Background: an optimization exercise with open tools, aiming at a short achievable clock period and few clock cycles per item. Do not read the settings as production practice. The RTL was checked by simulation tests, not by an equivalence proof against the original design. Power and IR drop assume default switching activity.

**config.mk**
```make
export PLATFORM = sky130hd
export DESIGN_NAME = dcache
export DESIGN_NICKNAME = dcache
export VERILOG_FILES = /design/flow/design.v
export SDC_FILE = /design/flow/constraint.sdc
export NUM_CORES = 4
export LEC_CHECK = 0
export CAP_MARGIN = 20
export CORE_MARGIN = 2
export CORE_UTILIZATION = 40
export SLEW_MARGIN = 20
```
**constraint.sdc**
```tcl
create_clock -name core_clock -period 7.0 [get_ports {clock}]
set_input_delay 1.4000 -clock core_clock [delete_from_list [all_inputs] [get_ports {clock}]]
set_output_delay 1.4000 -clock core_clock [all_outputs]
set_load 0.01 [all_outputs]
```
**design.v**
```verilog
`timescale 1ns/10ps
package dcache_pkg;
    typedef enum logic [1:0] {
        cmd_none  = 2'd0,
        cmd_load  = 2'd1,
        cmd_store = 2'd2
    } mem_cmd_t;
    typedef enum logic [1:0] {
        size_byte = 2'd0,
        size_half = 2'd1,
        size_word = 2'd2
    } mem_size_t;
    typedef struct packed {
        logic                        valid;
        logic                        dirty;
        logic [(32 - 4 - 3)-1:0]     tag;
        logic [64-1:0]   block;
    } main_line_t;
    typedef struct packed {
        logic                        valid;
        logic                        dirty;
        logic [1:0]                  lru;    
        logic [(32 - 3)-1:0]  tag;
        logic [64-1:0]   block;
    } victim_line_t;
    function automatic logic [64-1:0] merge_store(
        input logic [64-1:0] block,
        input logic [3-1:0] offset,
        input mem_size_t size,
        input logic [32-1:0] wdata
    );
        logic [64-1:0] result;
        result = block;
        case (size)
            2'd0: result[{offset, 3'b000} +: 8] = wdata[7:0];
            2'd1: result[{offset[2:1], 4'b0000} +: 16] = wdata[15:0];
            2'd2: result[{offset[2], 5'b00000} +: 32] = wdata;
            default: result = block;
        endcase
        merge_store = result;
    endfunction
    function automatic logic [32-1:0] extract_load(
        input logic [64-1:0] block,
        input logic [3-1:0] offset,
        input mem_size_t size
    );
        logic [32-1:0] result;
        result = '0;
        case (size)
            2'd0: result[7:0] = block[{offset, 3'b000} +: 8];
            2'd1: result[15:0] = block[{offset[2:1], 4'b0000} +: 16];
            2'd2: result = block[{offset[2], 5'b00000} +: 32];
            default: result = '0;
        endcase
        extract_load = result;
    endfunction
endpackage
`timescale 1ns/10ps
module dcache (
    input  logic                          clock,
    input  logic                          reset,
    input  logic                          req_valid,
    input  logic                          req_write,
    input  logic [1:0]                    req_size,
    input  logic [32-1:0]           req_addr,
    input  logic [32-1:0]           req_wdata,
    output logic                          stall,
    output logic                          resp_valid,
    output logic [31:0]                   resp_data,
    output logic [1:0]                    mem_command,
    output logic [32-1:0]           mem_addr,
    output logic [64-1:0]     mem_wdata,
    input  logic [4-1:0]   mem_response,
    input  logic [64-1:0]     mem_rdata,
    input  logic [4-1:0]   mem_tag
);
    localparam int NRQ = 16;    
    localparam int RQB = 4;
    localparam int NLQ = 8;     
    localparam int LQB = 3;
    localparam int NCQ = 4;     
    localparam int CQB = 3;
    logic        r_v, r_w;
    logic [1:0]  r_sz;
    logic [31:0] r_a, r_d;
    logic        s_v, s_w;
    logic [1:0]  s_sz;
    logic [31:0] s_a, s_d;
    logic accept;
    logic go;
    assign stall  = s_v;
    assign accept = req_valid && !s_v;
    always_ff @(posedge clock) begin
        if (reset) begin
            r_v <= 1'b0;
            s_v <= 1'b0;
        end else if (!r_v || go) begin
            if (s_v) begin
                r_v <= 1'b1;
                s_v <= 1'b0;
            end else begin
                r_v <= accept;
            end
        end else if (accept) begin
            s_v <= 1'b1;
        end
    end
    always_ff @(posedge clock) begin
        if (!r_v || go) begin
            if (s_v) begin
                r_w  <= s_w;
                r_sz <= s_sz;
                r_a  <= s_a;
                r_d  <= s_d;
            end else begin
                r_w  <= req_write;
                r_sz <= req_size;
                r_a  <= req_addr;
                r_d  <= req_wdata;
            end
        end
        if (!s_v) begin
            s_w  <= req_write;
            s_sz <= req_size;
            s_a  <= req_addr;
            s_d  <= req_wdata;
        end
    end
    logic                      m_v [16];
    logic                      m_d [16];
    logic                      m_p [16];
    logic [(32 - 4 - 3)-1:0]   m_t [16];
    logic [64-1:0] m_b [16];
    logic                       v_v   [4];
    logic                       v_d   [4];
    logic [1:0]                 v_age [4];
    logic [(32 - 3)-1:0] v_t   [4];
    logic [64-1:0]  v_b   [4];
    logic [31:0]    rq_d [NRQ];
    logic           rq_r [NRQ];
    logic [RQB-1:0] rq_head, rq_tail;
    logic [RQB:0]   rq_cnt;
    logic [3:0]     lq_idx  [NLQ];
    logic [2:0]     lq_off  [NLQ];
    logic [1:0]     lq_sz   [NLQ];
    logic           lq_w    [NLQ];
    logic [31:0]    lq_wd   [NLQ];
    logic [RQB-1:0] lq_slot [NLQ];
    logic [LQB-1:0] lq_head, lq_tail;
    logic [LQB:0]   lq_cnt;
    logic        cq_v  [NCQ];
    logic        cq_st [NCQ];
    logic [28:0] cq_a  [NCQ];
    logic [63:0] cq_wd [NCQ];
    logic [CQB-1:0] cq_cnt;
    logic [3:0]  idx;
    logic [24:0] tg;
    logic [28:0] ln;
    assign idx = r_a[6:3];
    assign tg  = r_a[31:7];
    assign ln  = r_a[31:3];
    logic        m_hit;
    logic [3:0]  v_hv;
    logic        vc_hit;
    logic [63:0] v_blk;
    logic [63:0] hit_blk;
    logic [63:0] merged;
    logic [31:0] hit_resp;
    assign m_hit = m_v[idx] && (m_t[idx] == tg);
    always_comb begin
        v_blk = '0;
        for (int j = 0; j < 4; j++) begin
            v_hv[j] = v_v[j] && (v_t[j] == ln);
            if (v_hv[j]) v_blk = v_blk | v_b[j];
        end
    end
    assign vc_hit = |v_hv;
    assign hit_blk  = m_hit ? m_b[idx] : v_blk;
    assign merged   = dcache_pkg::merge_store(hit_blk, r_a[2:0], dcache_pkg::mem_size_t'(r_sz), r_d);
    assign hit_resp = dcache_pkg::extract_load(hit_blk, r_a[2:0], dcache_pkg::mem_size_t'(r_sz));
    logic [1:0] ins;
    logic       v_full;
    always_comb begin
        logic [1:0] mn;
        mn = '0;
        v_full = 1'b1;
        ins = '0;
        for (int j = 4 - 1; j >= 0; j--) begin
            if (!v_v[j]) begin
                v_full = 1'b0;
                ins = 2'(j);
            end
        end
        if (v_full) begin
            ins = '0;
            mn = v_age[0];
            for (int j = 1; j < 4; j++) begin
                if (v_age[j] < mn) begin
                    mn = v_age[j];
                    ins = 2'(j);
                end
            end
        end
    end
    logic miss, pend, blocked;
    logic go_mst, go_vhit, go_miss, evict, wb;
    assign miss = !m_hit && !vc_hit;
    assign pend = m_p[idx];
    assign blocked = (rq_cnt == (RQB+1)'(NRQ)) ||
                     (pend && (m_hit || !vc_hit)) ||
                     (miss && ((cq_cnt > CQB'(NCQ - 2)) || (lq_cnt == (LQB+1)'(NLQ))));
    assign go      = r_v && !blocked;
    assign go_mst  = go && m_hit && r_w;
    assign go_vhit = go && !m_hit && vc_hit;
    assign go_miss = go && miss;
    assign evict   = go_miss && m_v[idx];
    assign wb      = evict && v_full && v_d[ins];
    logic        fill;
    logic [3:0]  f_idx;
    logic [63:0] f_blk;
    logic [31:0] f_resp;
    assign fill   = (mem_tag != '0) && (lq_cnt != '0);
    assign f_idx  = lq_idx[lq_head];
    assign f_blk  = lq_w[lq_head] ?
        dcache_pkg::merge_store(mem_rdata, lq_off[lq_head], dcache_pkg::mem_size_t'(lq_sz[lq_head]),
                                lq_wd[lq_head]) : mem_rdata;
    assign f_resp = dcache_pkg::extract_load(mem_rdata, lq_off[lq_head],
                                             dcache_pkg::mem_size_t'(lq_sz[lq_head]));
    always_ff @(posedge clock) begin
        for (int i = 0; i < 16; i++) begin
            if (reset) begin
                m_v[i] <= 1'b0;
                m_d[i] <= 1'b0;
                m_p[i] <= 1'b0;
            end else begin
                if (fill && f_idx == 4'(i)) begin
                    m_b[i] <= f_blk;
                    m_p[i] <= 1'b0;
                end
                if (go_mst && idx == 4'(i)) begin
                    m_b[i] <= merged;
                    m_d[i] <= 1'b1;
                end
                if (go_miss && idx == 4'(i)) begin
                    m_v[i] <= 1'b1;
                    m_t[i] <= tg;
                    m_d[i] <= r_w;
                    m_p[i] <= 1'b1;
                end
            end
        end
    end
    always_ff @(posedge clock) begin
        for (int j = 0; j < 4; j++) begin
            if (reset) begin
                v_v[j]   <= 1'b0;
                v_d[j]   <= 1'b0;
                v_age[j] <= '0;
            end else begin
                if (go_vhit) begin
                    if (v_hv[j]) begin
                        v_age[j] <= 2'd3;
                        if (r_w) begin
                            v_b[j] <= merged;
                            v_d[j] <= 1'b1;
                        end
                    end else if (v_age[j] != 2'd0) begin
                        v_age[j] <= v_age[j] - 2'd1;
                    end
                end
                if (evict && ins == 2'(j)) begin
                    v_v[j]   <= 1'b1;
                    v_d[j]   <= m_d[idx];
                    v_age[j] <= 2'd0;
                    v_t[j]   <= {m_t[idx], idx};
                    v_b[j]   <= m_b[idx];
                end
            end
        end
    end
    logic           cq_pop;
    logic [CQB-1:0] cq_base;
    assign cq_pop  = cq_v[0] && (mem_response != '0);
    assign cq_base = cq_cnt - CQB'(cq_pop);
    always_ff @(posedge clock) begin
        if (reset) begin
            cq_cnt <= '0;
        end else begin
            cq_cnt <= cq_base + CQB'(go_miss) + CQB'(wb);
        end
        for (int i = 0; i < NCQ; i++) begin
            if (reset) begin
                cq_v[i] <= 1'b0;
            end else if (go_miss && cq_base == CQB'(i)) begin
                cq_v[i]  <= 1'b1;
                cq_st[i] <= 1'b0;
                cq_a[i]  <= ln;
            end else if (wb && cq_base == CQB'(i - 1)) begin
                cq_v[i]  <= 1'b1;
                cq_st[i] <= 1'b1;
                cq_a[i]  <= v_t[ins];
                cq_wd[i] <= v_b[ins];
            end else if (cq_pop) begin
                if (i + 1 < NCQ) begin
                    cq_v[i]  <= cq_v[i + 1];
                    cq_st[i] <= cq_st[i + 1];
                    cq_a[i]  <= cq_a[i + 1];
                    cq_wd[i] <= cq_wd[i + 1];
                end else begin
                    cq_v[i] <= 1'b0;
                end
            end
        end
    end
    assign mem_command = cq_v[0] ? (cq_st[0] ? 2'd2 : 2'd1) : 2'd0;
    assign mem_addr    = {cq_a[0], 3'b000};
    assign mem_wdata   = cq_wd[0];
    always_ff @(posedge clock) begin
        if (reset) begin
            lq_head <= '0;
            lq_tail <= '0;
            lq_cnt  <= '0;
        end else begin
            if (go_miss) lq_tail <= lq_tail + 1'b1;
            if (fill) lq_head <= lq_head + 1'b1;
            lq_cnt <= lq_cnt + (LQB+1)'(go_miss) - (LQB+1)'(fill);
        end
        if (go_miss) begin
            lq_idx[lq_tail]  <= idx;
            lq_off[lq_tail]  <= r_a[2:0];
            lq_sz[lq_tail]   <= r_sz;
            lq_w[lq_tail]    <= r_w;
            lq_wd[lq_tail]   <= r_d;
            lq_slot[lq_tail] <= rq_tail;
        end
    end
    logic rq_pop;
    assign rq_pop = (rq_cnt != '0) && rq_r[rq_head];
    always_ff @(posedge clock) begin
        if (reset) begin
            rq_head    <= '0;
            rq_tail    <= '0;
            rq_cnt     <= '0;
            resp_valid <= 1'b0;
        end else begin
            if (go) rq_tail <= rq_tail + 1'b1;
            if (rq_pop) rq_head <= rq_head + 1'b1;
            rq_cnt <= rq_cnt + (RQB+1)'(go) - (RQB+1)'(rq_pop);
            resp_valid <= rq_pop;
        end
        if (rq_pop) resp_data <= rq_d[rq_head];
        for (int i = 0; i < NRQ; i++) begin
            if (go && rq_tail == RQB'(i)) begin
                rq_r[i] <= !miss;
                rq_d[i] <= hit_resp;
            end else if (fill && lq_slot[lq_head] == RQB'(i)) begin
                rq_r[i] <= 1'b1;
                rq_d[i] <= f_resp;
            end
        end
    end
endmodule
```
**run.sh**
```bash
#!/bin/bash
# synth_recipe.tcl (not shown) runs the flow's synth.tcl, then flattens the netlist and writes it again
# the make line also repeats each setting of config.mk as NAME=value (left out here)
make -C /OpenROAD-flow-scripts/flow DESIGN_CONFIG=/design/flow/config.mk WORK_HOME=/design/flow/orfs CLKGATE_MAP_FILE= SYNTH_SCRIPT=/design/flow/synth_recipe.tcl finish
```
==> results of run 1 <==
power by group through the flow:
stage	sequential, mW	clock (mW)	combinational (mW)
after CTS	28.1	19.3	28.9
after global placement	28.4	0	28.3
final	28.0	19.2	30.1
after global routing	28.2	20.0	31.5
after floorplan	28.1	0	16.4
after detailed placement	28.5	0	28.8
routing by layer:
metal	wire (um)	share of wire [%]	global-route usage [%]	up-vias
met5	119	0.017	0	-
met4	49000	7.2	20.5	20
met3	80400	12	7.73	1818
met2	304000	45	51.2	8708
met1	246000	36	41.6	61900
li1	-	-	-	52600
worst max-delay path, stage by stage (launching register included):
cell and delay [ns]:
edfxtp_1 0.58, buf_12 0.26, buf_12 0.19, inv_1 0.64, o211ai_2 0.22, o31ai_1 0.47
o2111ai_1 0.25, or4_4 0.62, nor4b_4 0.79, nand2_4 0.29, buf_4 0.25, mux2i_1 0.17
mux2i_1 0.86, nand2_1 0.66, o21ai_0 0.34
logic make-up after synthesis:
group | Yosys count | share of synthesized area [%]
compound gates | 4197 | 16.9
simple gates | 4063 | 10.9
flops | 3334 | 62.2
buf+inv | 1477 | 3.83
mux | 621 | 4.89
xor+xnor | 133 | 0.736
fa+ha+maj | 61 | 0.496
other cells | 1 | 0.00237
state kept, by name, indices dropped and copies added, names as in the netlist, 24 cells and up, named ones only:
name	flops
m_b	1024
rq_d	512
m_t	400
cq_wd	256
lq_wd	256
v_b	256
cq_a	116
v_t	116
lq_idx	32
lq_slot	32
r_a	32
r_d	32
resp_data	32
s_a	32
s_d	32
lq_off	24
placed cells by master, fill, tap and decap left out, drive strengths merged, types with 138 or more instances in the layout:
cell type,synthesis,final
clkdlybuf4s50,0,269
a21oi,1340,1340
edfxtp,3167,3167
o21ai,944,944
a222oi,164,164
a221oi,187,187
nor2,1522,1522
o22ai,248,248
a22oi,543,543
inv,152,168
a22o,182,182
clkbuf,956,455
mux2i,294,294
clkinv,4,138
dfxtp,167,167
nand3,293,293
buf,365,725
mux2,231,231
nand2,1654,1654
metrics by stage:
stage | total power [mW] | setup WS (ns)
final | 77.3 | 0.144
after global routing | 79.7 | 0.130
after CTS | 76.2 | 0.201
after detailed placement | 57.3 | 0.257
after global placement | 56.7 | 0.341
after floorplan | 44.6 | -0.394
worst max path at each step:
stage                                   to  slack [ns]  depth (start not counted)             start
finish               rq_d[3][20]$_DFFE_PP_        0.14                         14  r_a[6]$_DFFE_PP_
global route         rq_d[3][20]$_DFFE_PP_        0.13                         13  r_a[4]$_DFFE_PP_
CTS                   rq_d[0][4]$_DFFE_PP_        0.20                         17  r_a[4]$_DFFE_PP_
detailed placement    rq_d[7][0]$_DFFE_PP_        0.26                         15  r_a[3]$_DFFE_PP_
global placement     rq_d[0][20]$_DFFE_PP_        0.34                         14  r_a[3]$_DFFE_PP_
floorplan           lq_idx[6][0]$_DFFE_PP_       -0.39                         17  r_a[6]$_DFFE_PP_
what timing repair did:
action                                  4_1_cts  5_1_grt
buffers inserted                              0        3
endpoints found under the setup margin        0       68
resized for setup                             0        1
final cells by class:
cell class	instances	share of cell area [%]
repair buffers	995	5.32
multi-input cells	9078	30.4
well taps	5242	3.60
clock buffers	454	5.23
flip-flops and latches	3334	54.0
diodes	25	0.0343
clock inverters	191	1.12
inverters	156	0.321
==> impl_metrics.yaml, run 1 <==
yosys:
  ys.flop_type: "edfxtp_1"
  yosys.cell_count.top_type: "edfxtp_1"
  yosysTopAreaCellShare_pct: 60.1
  synth_area_per_cell_um2: 11.4
  synthTopCellsByCount: "edfxtp_1, nand2_1, nor2_1, a21oi_1, clkbuf_1"
  syn_inst: 13900
  ys_types: 109
  synth_area_leaders: "edfxtp_1, a21oi_1, nand2_1, nor2_1, o21ai_0"
  synth_edf_count: 3167
  syn_area_um2: 158000
  synthArstFlopShare_pct: 0
  yosysSeqAreaShare_pct: 62.2
  yosysTopAreaCell: "edfxtp_1"
  ys_warn_count: 17
  ys_ff_latch: 3334
sta:
  fin_crit_ns: 6.86
  post-route-period-util_pct: 97.9
  setup_tns_ns: 0
  hold_ws_ns: 0.466
  finalHoldViolCount: 0
  tightest_slew_ns: 1.30
  rsz0062_at_grt: "false"
  fmax_mhz: 146
  setup_viol: 0
  final_max_slew_viol_count: 0
  skew_ns: 0.0911
  maxSlewHeadroom_pct: 13.1
job:
  drv_cap: 0
pwr:
  p_per_area_nw_per_um2: 424
  ir_drop_uv: 336
  p_clk_share_pct: 24.8
  power_frac_comb_pct: 38.9
  switching_share_pct: 39.3
  p_int_mw: 46.9
  seqPwrFrac_pct: 36.3
  p_switching_mw: 30.4
  p_leak_nw: 60.9
clock_tree:
  cts_num_sinks: 3334
  cts_tree: "yes"
  ctsHoldBuffers: 0
  clk_path_buf_depth: 4
  cts_max_level: 5
  clk_latency_ns: 1.01
  clk_pin_slew_ns: 0.07
  cts_root_buf: "clkbuf_16"
  numCtsBuffers: 353
critical_path:
  reg2reg_to: "rq_d[3][20]$_DFFE_PP_"
  r2r-start: "r_a[6]$_DFFE_PP_"
  path_class: "flop to flop"
  ff2ff_path_depth: 14
  endpoint_kind: "flop"
  crit_path_max_fanout: 31
  arrival_ns: 7.67
  reg2reg_slack_ns: 0.14
  cp-start-kind: "flop"
  critPathRequiredTime_ns: 7.82
floorplan:
  die_h_um: 633
  rows: 231
  io_pins: 274
  initial_utilization_pct: 40.1
  die_area_um2: 401000
  coreArea_um2: 395000
  chipWidth_um: 633
finish:
  finalNonFillerCells: 19500
  multi_input_area_um2: 55300
  fillers: 35900
  layout-drive-gt1-share_pct: 13.0
  fin_util_pct: 46.2
  design_area_um2: 182000
  fin_nets: 14100
  area_growth_pct: 15.2
  seqCellArea_um2: 98500
place:
  dp_hpwl_um: 444000
  portBuffers: 270
  placed_cell_area_um2: 171000
  placed_cells: 18800
  routabilityCongestion: 1.04
routing:
  num_vias: 125000
  drtPass1Iterations: 8
  wire_per_inst_um: 34.9
  drc: 0
  drt_iter0_drc: 20500
  via_per_inst: 6.42
  drt_wl_total_um: 680000
  ant_nets: 0
global_routing:
  antenna_found_initial: 51
  grt_max_degree: 161
  grt_usage_pct: 33.0
  grt_pass1_vias: 117000
  grt_pass1_wl_um: 933000
  overflow: 0
hold_path:
  hold_start: "m_v[2]$_SDFFE_PP0P_"
  min_path_cells: 2
  hold_class: "flop to flop"
  worstHoldEndpoint: "m_v[2]$_SDFFE_PP0P_"
run_status:
  status: "no timing/DRC/antenna violations"
Testbench counts, summed over its fixed seeds: cycles 18,563, items 12,000.
==> inputs of run 2 (changes only) <==
--- a/design.v
+++ b/design.v
@@ -78,9 +78,12 @@
     localparam int RQB = 4;
     localparam int NLQ = 8;     
     localparam int LQB = 3;
-    localparam int NCQ = 4;     
+    localparam int NCQ = 6;     
     localparam int CQB = 3;
     logic        r_v, r_w;
+    logic        r_mh;         
+    logic [3:0]  r_vh;         
+    logic        r_lp;         
     logic [1:0]  r_sz;
     logic [31:0] r_a, r_d;
     logic        s_v, s_w;
@@ -107,6 +110,9 @@
     end
     always_ff @(posedge clock) begin
         if (!r_v || go) begin
+            r_mh <= x_mh;
+            r_vh <= x_vh;
+            r_lp <= early;
             if (s_v) begin
                 r_w  <= s_w;
                 r_sz <= s_sz;
@@ -148,11 +154,31 @@
     logic [RQB-1:0] lq_slot [NLQ];
     logic [LQB-1:0] lq_head, lq_tail;
     logic [LQB:0]   lq_cnt;
+    localparam int NSQ = 8;
+    localparam int SQB = 4;
+    logic [3:0]     sq_idx  [NSQ];
+    logic [2:0]     sq_off  [NSQ];
+    logic [1:0]     sq_sz   [NSQ];
+    logic           sq_w    [NSQ];
+    logic [31:0]    sq_wd   [NSQ];
+    logic [RQB-1:0] sq_slot [NSQ];
+    logic [SQB-1:0] sq_cnt;
     logic        cq_v  [NCQ];
     logic        cq_st [NCQ];
     logic [28:0] cq_a  [NCQ];
     logic [63:0] cq_wd [NCQ];
     logic [CQB-1:0] cq_cnt;
+    logic        fill;
+    logic [3:0]  f_idx;
+    logic [63:0] f_blk;
+    logic [31:0] f_resp;
+    assign fill   = (mem_tag != '0) && (lq_cnt != '0);
+    assign f_idx  = lq_idx[lq_head];
+    assign f_blk  = lq_w[lq_head] ?
+        dcache_pkg::merge_store(mem_rdata, lq_off[lq_head], dcache_pkg::mem_size_t'(lq_sz[lq_head]),
+                                lq_wd[lq_head]) : mem_rdata;
+    assign f_resp = dcache_pkg::extract_load(mem_rdata, lq_off[lq_head],
+                                             dcache_pkg::mem_size_t'(lq_sz[lq_head]));
     logic [3:0]  idx;
     logic [24:0] tg;
     logic [28:0] ln;
@@ -166,16 +192,20 @@
     logic [63:0] hit_blk;
     logic [63:0] merged;
     logic [31:0] hit_resp;
-    assign m_hit = m_v[idx] && (m_t[idx] == tg);
+    assign m_hit = r_mh;
+    assign v_hv  = r_vh;
     always_comb begin
         v_blk = '0;
         for (int j = 0; j < 4; j++) begin
-            v_hv[j] = v_v[j] && (v_t[j] == ln);
             if (v_hv[j]) v_blk = v_blk | v_b[j];
         end
     end
     assign vc_hit = |v_hv;
-    assign hit_blk  = m_hit ? m_b[idx] : v_blk;
+    logic        fwd;        
+    logic [63:0] m_blk;      
+    assign fwd   = fill && (f_idx == idx);
+    assign m_blk = fwd ? f_blk : m_b[idx];
+    assign hit_blk  = m_hit ? m_blk : v_blk;
     assign merged   = dcache_pkg::merge_store(hit_blk, r_a[2:0], dcache_pkg::mem_size_t'(r_sz), r_d);
     assign hit_resp = dcache_pkg::extract_load(hit_blk, r_a[2:0], dcache_pkg::mem_size_t'(r_sz));
     logic [1:0] ins;
@@ -202,30 +232,89 @@
             end
         end
     end
-    logic miss, pend, blocked;
-    logic go_mst, go_vhit, go_miss, evict, wb;
-    assign miss = !m_hit && !vc_hit;
-    assign pend = m_p[idx];
+    logic [16-1:0] sq_on;
+    always_comb begin
+        sq_on = '0;
+        for (int k = 0; k < NSQ; k++) begin
+            if (SQB'(k) < sq_cnt) sq_on[sq_idx[k]] = 1'b1;
+        end
+    end
+    logic miss, busy, defer, blocked;
+    logic go_mst, go_vhit, go_miss, go_defer, evict, wb;
+    assign miss  = !m_hit && !vc_hit;
+    assign busy  = sq_on[idx] || (m_p[idx] && !fwd);
+    assign defer = m_hit && busy;
     assign blocked = (rq_cnt == (RQB+1)'(NRQ)) ||
-                     (pend && (m_hit || !vc_hit)) ||
-                     (miss && ((cq_cnt > CQB'(NCQ - 2)) || (lq_cnt == (LQB+1)'(NLQ))));
+                     (miss && busy) ||
+                     (defer && sq_cnt == SQB'(NSQ)) ||
+                     (miss && ((!r_lp && cq_cnt > CQB'(NCQ - 2)) || (lq_cnt == (LQB+1)'(NLQ))));
     assign go      = r_v && !blocked;
-    assign go_mst  = go && m_hit && r_w;
+    assign go_defer = go && defer;
+    assign go_mst  = go && m_hit && r_w && !defer;
     assign go_vhit = go && !m_hit && vc_hit;
     assign go_miss = go && miss;
     assign evict   = go_miss && m_v[idx];
     assign wb      = evict && v_full && v_d[ins];
-    logic        fill;
-    logic [3:0]  f_idx;
-    logic [63:0] f_blk;
-    logic [31:0] f_resp;
-    assign fill   = (mem_tag != '0) && (lq_cnt != '0);
-    assign f_idx  = lq_idx[lq_head];
-    assign f_blk  = lq_w[lq_head] ?
-        dcache_pkg::merge_store(mem_rdata, lq_off[lq_head], dcache_pkg::mem_size_t'(lq_sz[lq_head]),
-                                lq_wd[lq_head]) : mem_rdata;
-    assign f_resp = dcache_pkg::extract_load(mem_rdata, lq_off[lq_head],
-                                             dcache_pkg::mem_size_t'(lq_sz[lq_head]));
+    logic        x_w;
+    logic [1:0]  x_sz;
+    logic [31:0] x_a;
+    logic [3:0]  x_idx;
+    logic        x_same, x_mh_pre, x_mh, x_miss, x_pend;
+    logic [3:0]  x_vh;
+    logic        early;
+    assign x_w   = s_v ? s_w : req_write;
+    assign x_sz  = s_v ? s_sz : req_size;
+    assign x_a   = s_v ? s_a : req_addr;
+    assign x_idx = x_a[6:3];
+    assign x_same   = (x_idx == idx);
+    assign x_mh_pre = m_v[x_idx] && (m_t[x_idx] == x_a[31:7]);
+    assign x_mh     = (go_miss && x_same) ? (x_a[31:7] == tg) : x_mh_pre;
+    always_comb begin
+        for (int j = 0; j < 4; j++) begin
+            if (evict && ins == 2'(j)) x_vh[j] = x_same && x_mh_pre;
+            else x_vh[j] = v_v[j] && (v_t[j] == x_a[31:3]);
+        end
+    end
+    assign x_miss = !x_mh && !(|x_vh);
+    assign x_pend = ((go_miss || go_defer) && x_same) || sq_on[x_idx] ||
+                    (m_p[x_idx] && !(fill && f_idx == x_idx));
+    assign early = (!r_v || go) && (s_v || accept) && x_miss && !x_pend &&
+                   (cq_cnt <= CQB'(NCQ - 4)) && (lq_cnt <= (LQB+1)'(NLQ - 2)) &&
+                   (rq_cnt <= (RQB+1)'(NRQ - 2));
+    logic        sq_go;
+    logic [63:0] sq_blk, sq_merged;
+    logic [31:0] sq_resp;
+    logic [SQB-1:0] sq_base;
+    assign sq_go     = (sq_cnt != '0) && !m_p[sq_idx[0]];
+    assign sq_blk    = m_b[sq_idx[0]];
+    assign sq_merged = dcache_pkg::merge_store(sq_blk, sq_off[0], dcache_pkg::mem_size_t'(sq_sz[0]),
+                                               sq_wd[0]);
+    assign sq_resp   = dcache_pkg::extract_load(sq_blk, sq_off[0], dcache_pkg::mem_size_t'(sq_sz[0]));
+    assign sq_base   = sq_cnt - SQB'(sq_go);
+    always_ff @(posedge clock) begin
+        if (reset) begin
+            sq_cnt <= '0;
+        end else begin
+            sq_cnt <= sq_base + SQB'(go_defer);
+        end
+        for (int k = 0; k < NSQ; k++) begin
+            if (go_defer && sq_base == SQB'(k)) begin
+                sq_idx[k]  <= idx;
+                sq_off[k]  <= r_a[2:0];
+                sq_sz[k]   <= r_sz;
+                sq_w[k]    <= r_w;
+                sq_wd[k]   <= r_d;
+                sq_slot[k] <= rq_tail;
+            end else if (sq_go && k + 1 < NSQ) begin
+                sq_idx[k]  <= sq_idx[k + 1];
+                sq_off[k]  <= sq_off[k + 1];
+                sq_sz[k]   <= sq_sz[k + 1];
+                sq_w[k]    <= sq_w[k + 1];
+                sq_wd[k]   <= sq_wd[k + 1];
+                sq_slot[k] <= sq_slot[k + 1];
+            end
+        end
+    end
     always_ff @(posedge clock) begin
         for (int i = 0; i < 16; i++) begin
             if (reset) begin
@@ -237,10 +326,16 @@
                     m_b[i] <= f_blk;
                     m_p[i] <= 1'b0;
                 end
+                if (sq_go && sq_idx[0] == 4'(i) && sq_w[0]) begin
+                    m_b[i] <= sq_merged;
+                end
                 if (go_mst && idx == 4'(i)) begin
                     m_b[i] <= merged;
                     m_d[i] <= 1'b1;
                 end
+                if (go_defer && r_w && idx == 4'(i)) begin
+                    m_d[i] <= 1'b1;
+                end
                 if (go_miss && idx == 4'(i)) begin
                     m_v[i] <= 1'b1;
                     m_t[i] <= tg;
@@ -273,29 +368,37 @@
                     v_d[j]   <= m_d[idx];
                     v_age[j] <= 2'd0;
                     v_t[j]   <= {m_t[idx], idx};
-                    v_b[j]   <= m_b[idx];
+                    v_b[j]   <= m_blk;
                 end
             end
         end
     end
     logic           cq_pop;
-    logic [CQB-1:0] cq_base;
+    logic           push_ld;
+    logic [CQB-1:0] cq_base, cq_p1, cq_p2;
     assign cq_pop  = cq_v[0] && (mem_response != '0);
+    assign push_ld = go_miss && !r_lp;
     assign cq_base = cq_cnt - CQB'(cq_pop);
+    assign cq_p1   = cq_base + CQB'(push_ld);
+    assign cq_p2   = cq_p1 + CQB'(wb);
     always_ff @(posedge clock) begin
         if (reset) begin
             cq_cnt <= '0;
         end else begin
-            cq_cnt <= cq_base + CQB'(go_miss) + CQB'(wb);
+            cq_cnt <= cq_p2 + CQB'(early);
         end
         for (int i = 0; i < NCQ; i++) begin
             if (reset) begin
                 cq_v[i] <= 1'b0;
-            end else if (go_miss && cq_base == CQB'(i)) begin
+            end else if (push_ld && cq_base == CQB'(i)) begin
                 cq_v[i]  <= 1'b1;
                 cq_st[i] <= 1'b0;
                 cq_a[i]  <= ln;
-            end else if (wb && cq_base == CQB'(i - 1)) begin
+            end else if (early && cq_p2 == CQB'(i)) begin
+                cq_v[i]  <= 1'b1;
+                cq_st[i] <= 1'b0;
+                cq_a[i]  <= x_a[31:3];
+            end else if (wb && cq_p1 == CQB'(i)) begin
                 cq_v[i]  <= 1'b1;
                 cq_st[i] <= 1'b1;
                 cq_a[i]  <= v_t[ins];
@@ -351,8 +454,11 @@
         if (rq_pop) resp_data <= rq_d[rq_head];
         for (int i = 0; i < NRQ; i++) begin
             if (go && rq_tail == RQB'(i)) begin
-                rq_r[i] <= !miss;
+                rq_r[i] <= !miss && !defer;
                 rq_d[i] <= hit_resp;
+            end else if (sq_go && sq_slot[0] == RQB'(i)) begin
+                rq_r[i] <= 1'b1;
+                rq_d[i] <= sq_resp;
             end else if (fill && lq_slot[lq_head] == RQB'(i)) begin
                 rq_r[i] <= 1'b1;
                 rq_d[i] <= f_resp;
--- a/config.mk
+++ b/config.mk
@@ -5,7 +5,9 @@
 export SDC_FILE = /design/flow/constraint.sdc
 export NUM_CORES = 4
 export LEC_CHECK = 0
+export ABC_CLOCK_PERIOD_IN_PS = 3000
 export CAP_MARGIN = 20
 export CORE_MARGIN = 2
 export CORE_UTILIZATION = 40
+export SETUP_SLACK_MARGIN = 3.5
 export SLEW_MARGIN = 20
==> impl_metrics.yaml, run 2 <==
run_status:
  status: "aborted with a tool error"
  stop_stage: "global routing (5_1_grt)"
  toolErrorMsg: "[ERROR GRT-0232] Routing congestion too high. Check the congestion heatmap in the GUI."
clock_tree:
  clk_path_buf_depth: 4
  cts_num_sinks: 3902
  cts_root_buf: "clkbuf_16"
  cts_max_level: 5
  numCtsBuffers: 431
yosys:
  yosysTopAreaCell: "edfxtp_1"
  yosys.cell_count.top_type: "edfxtp_1"
  ys_warn_count: 23
  ys_types: 112
  yosysTopAreaCellShare_pct: 51.7
  synth_area_leaders: "edfxtp_1, o21ai_0, nand2_1, mux2i_1, o211ai_1"
  syn_area_um2: 217000
  synth_area_per_cell_um2: 10.5
  synthArstFlopShare_pct: 0
  synth_edf_count: 3729
  yosysSeqAreaShare_pct: 53.3
  syn_inst: 20600
  ys_ff_latch: 3902
  synthTopCellsByCount: "edfxtp_1, nand2_1, o21ai_0, clkbuf_1, o211ai_1"
  ys.flop_type: "edfxtp_1"
floorplan:
  initial_utilization_pct: 40.1
  io_pins: 274
  rows: 270
  chipWidth_um: 740
  die_h_um: 740
global_routing:
  overflow: 2
  grt_usage_pct: 56.6
  grt_max_degree: 129
place:
  placed_cells: 27300
  routabilityCongestion: 1.05
  portBuffers: 270
  dp_hpwl_um: 793000
  dp_slack_ns: -0.100
run 2: how the worst min path moves through the flow:
stage                           start                endpoint  slack (ns)  cells past startpoint
2_1_floorplan          s_a[0]$_DFF_P_          s_a[0]$_DFF_P_        0.45                      1
3_3_place_gp           s_d[6]$_DFF_P_          s_d[6]$_DFF_P_        0.45                      1
3_5_place_dp          s_d[30]$_DFF_P_         s_d[30]$_DFF_P_        0.46                      1
4_1_cts        cq_wd[4][26]$_DFFE_PP_  cq_wd[3][26]$_DFFE_PP_        0.46                      2
run 2: power by group through the flow:
stage,logic (mW),registers [mW],clock network [mW]
3_5_place_dp,84.4,38.1,0
4_1_cts,113,37.5,23.7
2_1_floorplan,41.4,37.6,0
3_3_place_gp,83.5,38.1,0
run 2: kinds of logic after synthesis:
kind of cell             count (synthesis)  share of synthesized area (%)
adder cells (fa/ha/maj)                117                          0.682
buffers and inverters                 2554                           4.60
flip-flops                            3902                           53.3
AO/OA/AOI/OAI                         7047                           21.8
multiplexers                          1628                           8.52
XOR/XNOR                               189                          0.764
AND/OR/NAND/NOR                       5175                           10.4
other                                    1                        0.00173
run 2: per-layer routing:
| layer | track usage [%] | GRT overflow |
|---|---|---|
| met5 | 29.9 | 0 |
| met4 | 46.3 | 0 |
| met3 | 42.8 | 2 |
| met1 | 61.5 | 0 |
| met2 | 68.8 | 0 |
run 2: timing repair:
| action | CTS |
|---|---|
| gates resized for setup | 5326 |
| setup buffers | 1318 |
| cloned | 753 |
| hold buffers | 0 |
| setup endpoints to repair | 6608 |
| pin swaps | 972 |
run 2: through the flow:
stage                     setup TNS, ns  cell area [um2]
after floorplan                  -24.27           217000
after global placement           -18.59           237000
after detailed placement         -14.74           237000
after CTS                             0           301000
Testbench counts of run 2, summed over its fixed seeds: cycles 15,339, items 12,000.

what the ideal ports hide:
Ports are ideal in the flow. The routed layout listed here was re-timed in OpenROAD. Step 1: set_driving_cell puts a clkbuf_16 on clock and a buf_2 on each other input, an assumption about the parent block. Step 2 times the ports against the registers' clock, not the clock port: input delays grow and output delays shrink by t, the midpoint of the rising clock arrivals with the driver on. Three values: ideal ports, drivers, drivers and shift; two values: the first two.
run: run 1
t, ns: 1.089
setup slack, ns: 0.144 / 0.144 / 0.144
hold WS [ns]: 0.466 / 0.466 / 0.466
latest minus earliest clock arrival (ns): 0.093 / 0.092
worst slew at a driven data input, ns: 0.20
After both steps setup and hold are still met in run 1. For run 1, drivers alone change the setup slack by 0.000 ns; drivers and shift together by 0.000 ns.
